This is an optimization exercise on Yosys and OpenROAD, whose aim is small area, a short achievable clock period and few clock cycles per item, not a production implementation.
At most, simulation tests tie the RTL to the original design; equivalence was not proved.
Power figures rest on the tool's default switching activity, not on a simulated workload.

trial 16:
==> flow/design.v (excerpt) <==
module adsr_envelope_generator #(
  parameter int POSITION_BITS = 24
) (
  input  wire         clk,
  input  wire         rst,
  input  wire         psel,
  input  wire         penable,
  input  wire         pwrite,
  input  wire  [3:0]  paddr,
  input  wire  [31:0] pwdata,
  output logic [31:0] prdata,
  output logic        pready,
  input  wire         s_axis_tvalid,
  output logic        s_axis_tready,
  input  wire  [23:0] s_axis_tdata,   
  input  wire  [1:0]  s_axis_tuser,   
  output logic        m_axis_tvalid,
  input  wire         m_axis_tready,
  output logic [39:0] m_axis_tdata    
);
  logic [23:0] att_len, dec_len, rel_len;
  logic [15:0] sus_lvl;
  logic        cfg_wr;
  adsr_regs u_regs (
    .clk     (clk),
    .rst     (rst),
    .psel    (psel),
    .penable (penable),
    .pwrite  (pwrite),
    .paddr   (paddr),
    .pwdata  (pwdata),
    .prdata  (prdata),
    .pready  (pready),
  ...
Size in the first run: ~530 flip-flops, ~140 I/O pins, about 0.047 mm² of cells after synthesis.
clock: 13.0 ns
lec_check: 0
cap_margin: 20
core_margin: 2
core_utilization: 40
setup_slack_margin: 5
slew_margin: 20
run.sh (not shown) runs the stock make flow with config.mk's settings and CLKGATE_MAP_FILE= SYNTH_SCRIPT=/design/flow/synth_recipe.tcl, a recipe that flattens the netlist after the stock synthesis.
In summary, trial 16 completed successfully, with a layout that passed the timing, design-rule and antenna checks.
Relative to trial 16, the following input files were edited for trial 75:
- a deleted SETUP_SLACK_MARGIN that had been 5
==> flow/flow/run.sh (new file) <==
#!/bin/bash
# standard synthesis, then the standard layout with a larger setup margin for repair_timing
set -euo pipefail
bash standard.sh synth > synth.log 2>&1
bash standard.sh SETUP_SLACK_MARGIN=7 finish > layout.log 2>&1
==> flow/standard.sh (new file) <==
#!/bin/bash
# synth_recipe.tcl (not shown) runs the flow's synth.tcl, then flattens the netlist and writes it again
# the make line also repeats each setting of config.mk as NAME=value (left out here)
make -C /OpenROAD-flow-scripts/flow DESIGN_CONFIG=/design/flow/config.mk WORK_HOME=/design/flow/orfs CLKGATE_MAP_FILE= SYNTH_SCRIPT=/design/flow/synth_recipe.tcl "${@:-finish}"
removed: flow/run.sh
Findings:
In terms of total sequential power, trial 16 and trial 75 differ only marginally. Trial 75 vs trial 16 — total power climbed by a few percent. Filler cell count in trial 75 vs trial 16: down 262. Trial 75 vs. trial 16: area added between synthesis and finish picked up an extra 4.4 points; final critical-path share of the clock period fell by 1.6 points. For the wire length, trial 75 came in about 3.4% higher than trial 16 did. [compare] base=trial 16 new=trial 75: flip-flop and latch area flat; core utilization increased 1.8 points.
Function was not checked in any run of this note: the RTL went through the layout flow alone.

* * *

Another version of the RTL of adsr_envelope_generator (not shown whole).
Size in the first run: about 4500 cells after synthesis, about 140 I/O pins, ~0.038 mm² of cells after synthesis.
Settings: LEC_CHECK=0, CAP_MARGIN=20, CORE_MARGIN=2, CORE_UTILIZATION=60, SLEW_MARGIN=20; clock period 13.0 ns.
standard.sh (not shown) runs the stock make flow with config.mk's settings and CLKGATE_MAP_FILE= SYNTH_SCRIPT=/design/flow/synth_recipe.tcl, a recipe that flattens the netlist after the stock synthesis.
==> flow/flow/run.sh <==
#!/bin/bash
# standard synthesis, then the standard layout with a larger setup margin for repair_timing
set -euo pipefail
bash standard.sh synth > synth.log 2>&1
bash standard.sh SETUP_SLACK_MARGIN=7.5 finish > layout.log 2>&1
Testbench counts at the start, summed over its fixed seeds: cycles 45,576, items 43,471.
Rerun with:
--- a/flow/flow/run.sh
+++ b/flow/flow/run.sh
@@ -5 +5 @@
-bash standard.sh SETUP_SLACK_MARGIN=7.5 finish > layout.log 2>&1
+bash standard.sh SETUP_SLACK_MARGIN=8.5 finish > layout.log 2>&1
After rerunning:
- register-to-register slack gets better by 0.03 ns
- non-clock buffer count rises by 220
- wire length goes up by 9.9%
Rerun with:
==> flow/flow/run.sh (replaced) <==
#!/bin/bash
# standard synthesis, then the standard layout with small port buffers and a
# larger setup margin for repair_timing
set -euo pipefail
bash standard.sh synth > synth.log 2>&1
bash standard.sh "BUFFER_PORTS_ARGS=-buffer_cell sky130_fd_sc_hd__buf_2" SETUP_SLACK_MARGIN=7.5 finish > layout.log 2>&1
Settings changed: CTS_BUF_LIST set to sky130_fd_sc_hd__clkbuf_4 sky130_fd_sc_hd__clkbuf_8.
Combinational power drops by about a fifth.
Hold slack is about the same.
Routed wire length drops by roughly a tenth.
Synthesized cell count is unchanged.
Power drops by roughly a tenth.
Register-to-register slack gains 0.03 ns.
Maximum frequency climbs slightly.

re-timing with driven ports:
Ports are ideal in the flow. The routed layouts listed here were re-timed in OpenROAD. Step 1 sets driving cells, clkbuf_16 on the clock port and buf_2 on the other inputs (assumed; they add their load-dependent delay and slew). Step 2 moves the port delays by t, midway between the first and last clock arrival at a register: inputs arrive t later, outputs are due t later. That takes back most of the time a late clock gives input paths. Three values: no drivers, after step 1, after step 2; two values: the first two.
run | shift t [ns] | setup WS [ns] | hold slack, ns | pins driven straight from the clock port
trial 16 | 0.714 | 5.143 / 5.143 / 5.143 | 0.415 / 0.415 / 0.415 | 1
trial 75 | 0.718 | 5.351 / 5.351 / 5.351 | 0.411 / 0.411 / 0.411 | 1
the first run of note 2 | 0.688 | 7.200 / 7.200 / 7.088 | 0.472 / 0.472 / 0.472 | 1
the second run of note 2 | 0.689 | 7.227 / 7.227 / 7.227 | 0.472 / 0.472 / 0.472 | 1
the third run of note 2 | 0.768 | 7.258 / 7.258 / 7.258 | 0.472 / 0.472 / 0.472 | 1
After both steps every run listed still meets setup and hold. The setup slack of the first run of note 2, which loses most, moves by 0.000 ns with the drivers and by -0.112 ns with both steps.
